What follows belongs to an exercise in optimizing a design on an open flow for small area; a production flow would make more cautious choices. RTL that was checked went through simulation tests only; none was proved equivalent to the original. No activity file was given, so power comes from the tool's default toggle rates.

## step_detector_cadence_core
module step_detector_cadence_core #(
   parameter int COUNT_WIDTH = 24
) (
   input  logic               clock,
   input  logic               reset,
   input  logic               csr_we,
   input  logic [2:0]         csr_index,
   input  logic [15:0]        csr_wdata,
   input  logic               req_valid,
   output logic               req_stall,
   input  logic signed [15:0] req_accel_x,
   input  logic signed [15:0] req_accel_y,
   input  logic signed [15:0] req_accel_z,
   input  logic [31:0]        req_time_ms,
   input  logic               req_clear_count,
   output logic               rsp_valid,
   input  logic               rsp_stall,
   output logic               rsp_stepped,
   output logic [23:0]        rsp_step_count,
   output logic [16:0]        rsp_cadence
);
Size: ~210 flip-flops, ~150 I/O pins, ~10000 sq um of cells after synthesis.
export LEC_CHECK = 0
export CAP_MARGIN = 20
export CORE_MARGIN = 2
export CORE_UTILIZATION = 65
export PLACE_DENSITY = 0.75
export SLEW_MARGIN = 20
create_clock -name core_clock -period 9.0 [get_ports {clock}]
standard.sh (not shown) runs the stock make flow with config.mk's settings and CLKGATE_MAP_FILE= SYNTH_SCRIPT=/design/flow/synth_recipe.tcl, a recipe that flattens the netlist after the stock synthesis.
==> flow/flow/run.sh <==
#!/bin/bash
# Standard synthesis and layout, with two changes: the port buffers are the smallest buffer
# (buf_1), and clock tree synthesis uses clkbuf_2 buffers and no dummy loads.
set -euo pipefail
cd "$(dirname "${BASH_SOURCE[0]}")/.."
bash standard.sh synth > synth_flow.log 2>&1
bash standard.sh \
   BUFFER_PORTS_ARGS="-buffer_cell sky130_fd_sc_hd__buf_1" \
   CTS_ARGS="-sink_clustering_enable -repair_clock_nets -dont_use_dummy_load -buf_list sky130_fd_sc_hd__clkbuf_2" \
   finish > layout_flow.log 2>&1
The starting point ran to the end with no violations.
Change:
--- a/flow/design.v
+++ b/flow/design.v
@@ -81,22 +81,23 @@
    wire  [3:0] ii   = cnt[3:0];
    wire  [5:0] ka   = cnt[9:4];
    wire  [4:0] nn   = cnt[9:5];
    wire        last32 = &c;
    wire        first  = (c == 5'd0);
    wire        mend   = last32 && (cnt[9:5] == 5'h1F);
    logic [31:0] L;            
    logic [23:0] C;            
    logic [16:0] D;            
-   logic        armed, have_last, hit, rsp_valid_ff;
+   logic        armed, have_last, hit, rsp_valid_ff, cpend;
+   wire         cclr = req_clear_count | cpend;    
    logic [16:0] Q;
    logic [7:0] acc;
-   logic        bw, cc, prev, sub, mlt, sat, rs;
+   logic        bw, cc, prev, sub, mlt, rs;
    logic        gt_min, lt_max, gt_idle, gt117;
    wire tb     = req_time_ms[c];
    wire lb     = L[0];
    wire bw_in  = first ? 1'b0 : bw;
    wire db     = tb ^ lb ^ bw_in;
    wire bw_nx  = (~tb & lb) | (~(tb ^ lb) & bw_in);
    localparam logic [6:0] K117 = 7'd117;
    wire minb  = ~c[4] & min_ff[c[3:0]];
    wire maxb  = ~c[4] & max_ff[c[3:0]];
@@ -131,31 +132,30 @@
    wire xp = xl & xs;
    wire yp = yl & ys;
    wire zp = zl & zs;
    wire [1:0] nxyz = {1'b0, xp} + {1'b0, yp} + {1'b0, zp};
    wire       neg  = (mi == 4'd15) ^ (j == 4'd15);
    wire       ai   = tl ^ ml;
    wire       aj   = ts ^ ms;
    wire       pp   = ai & aj;
    wire       same = (tl == ts);
-   wire       corr = (ph == P_M1) && (mk == 5'd0) && (mi == 4'd0);
    logic [3:0] v_m;
    always_comb begin
       v_m = '0;
       if (mb) begin
          if (jvalid) begin
             v_m = neg ? (4'd0 - {2'b00, nxyz}) : {2'b00, nxyz};
             if (pp) v_m = same ? v_m - 4'd1 : v_m + 4'd1;
          end
-         if (corr) v_m = v_m - 4'd1;
       end
    end
-   wire rb = sub & ~sat;
+   wire sat = ~gt117;
+   wire rb  = sub & ~sat;
    logic tap;
    always_comb begin
       case (ii)
          4'd0: tap = D[0];
          4'd1: tap = Q[0];
          4'd2: tap = D[16];
          4'd3: tap = Q[15];
          4'd4: tap = Q[14];
          4'd5: tap = D[13];
@@ -194,70 +194,71 @@
          P_DONE: if (accept) ph_nx = P_IDLE;
          default: ph_nx = P_IDLE;
       endcase
    end
    always_ff @(posedge clock) begin
       if (reset) begin
          ph           <= P_IDLE;
          cnt          <= '0;
          rsp_valid_ff <= 1'b0;
+         cpend        <= 1'b1;
          armed        <= 1'b1;
          have_last    <= 1'b0;
       end else begin
          ph       <= ph_nx;
          cnt[4:0] <= cnt[4:0] + 5'd1;
          if (ph_nx != ph) cnt[9:5] <= '0;
          else if (last32) cnt[9:5] <= cnt[9:5] + 5'd1;
          if (rsp_valid_ff && !rsp_stall) rsp_valid_ff <= 1'b0;
+         if (ph == P_DL && last32) cpend <= 1'b0;
          if (accept) begin
             rsp_valid_ff <= 1'b1;
             have_last    <= have_last | hit;
          end
          if (ph == P_DL && last32) armed <= (mlt & rs) | (armed & ~hit);
       end
    end
    always_ff @(posedge clock) begin
-      if (reset || (start && req_clear_count)) C <= '0;
-      else if (ph == P_DL && c < 5'd24) C <= {C[0] ^ cc, C[23:1]};
+      if (ph == P_DL && c < 5'd24) C <= {(C[0] & ~cclr) ^ cc, C[23:1]};
    end
    always_ff @(posedge clock) begin
       if (reset || (ph == P_DL && last32 && kill)) D <= '0;
       else if (ph == P_AVG && col_end)
          D <= {D[0], D[16:10], ((ka >= 6'd8) && (ka <= 6'd24)) ? obit : D[9], D[8:1]};
    end
    logic lin;
    always_comb begin
       if (ph == P_LT) lin = tb;
       else if (ph == P_DL && hit) lin = c[4] ? ((c < 5'd23) & K117[c[2:0]]) : db;
       else lin = lb;
    end
    always_ff @(posedge clock)
       L <= {lin, L[31:17], (ph == P_DIV && !c[4]) ? ds : L[16], L[15:1]};
    always_ff @(posedge clock) begin
-      if (start || (ph == P_M1 && mend)) acc <= '0;
+      if (start) acc <= '1;                   
+      else if (ph == P_M1 && mend) acc <= '0;
       else if (ph == P_DIV && ph_nx == P_AVG) acc <= {1'b1, rb, 2'b00, rb, rb, 1'b0, rb};
       else acc <= col_end ? {nxt[7] & (ph != P_AVG), nxt[7:1]} : nxt;
    end
    always_ff @(posedge clock) begin
       bw      <= bw_nx;
       prev    <= L[16];
       gt_min  <= gt_min_nx;
       lt_max  <= lt_max_nx;
       gt_idle <= gt_idle_nx;
-      gt117   <= gt117_nx;
+      if (ph == P_DL) gt117 <= gt117_nx;    
       if (ph == P_M1 && mend) hit <= armed & ~nxt[7];
       if (!mb) mlt <= (ts ^ ms) ? ts : (~first & mlt);
       if (ph == P_M2 && mend) rs <= nxt[7];
-      if (ph == P_M2 && mend) cc <= hit & ~(&C);
-      else if (ph == P_DL) cc <= C[0] & cc;
+      if (ph == P_M2 && mend) cc <= hit & (cclr | ~(&C));
+      else if (ph == P_DL) cc <= C[0] & ~cclr & cc;
       else if (ph == P_DIV) cc <= dco;
       if (ph == P_DL && last32) begin
-         sat <= ~gt117_nx;
          sub <= 1'b1;
       end else if (ph == P_DIV && c == 5'd16) sub <= ~ds;
    end
    always_ff @(posedge clock) begin
       if (ph == P_DIV && nn != 5'd0 && c <= 5'd15)
          Q <= {Q[0], first ? (sub | sat) : Q[16], Q[15:1]};
       else if (ph == P_AVG && col_end)
          Q <= {Q[0], Q[16:1]};
    end
Sequential share of layout area is higher by 3.7 points.
Register-to-register slack gets better by 0.47 ns.
Combinational power is lower by 13%.
Core utilization rose by 1.0 points.
Die area drops by 3.8%.
Function not checked in the first run of this note: the RTL went through the layout flow alone.

## afterwards: timing with drivers on the ports
The flow's constraints put no driver on any port. The routed layouts listed below were extracted and timed again, unchanged, in two steps. Step 1 (the two cells are an assumption about what drives the block):
set clk [get_ports {clock}]
set_driving_cell -lib_cell sky130_fd_sc_hd__clkbuf_16 $clk
set_driving_cell -lib_cell sky130_fd_sc_hd__buf_2 [delete_from_list [all_inputs] $clk]
Step 2 adds t to the input delays and takes it off the output delays; t is the mean of the earliest and latest rising clock arrival at the registers after step 1. Input paths then give back, and output paths get back, about the clock's delay inside the block. a / b / c = ideal ports / drivers / drivers and shift; a / b = the first two.
| run | shift t [ns] | slack for setup (ns) | worst setup path at the end | pins driven straight from the clock port |
|---|---|---|---|---|
| the first run | 0.749 | 1.083 / 1.083 / 1.083 | register to register | 1 |
| the second run | 0.771 | 1.548 / 1.548 / 1.548 | register to register | 1 |
After both steps setup and hold are still met in every run listed.
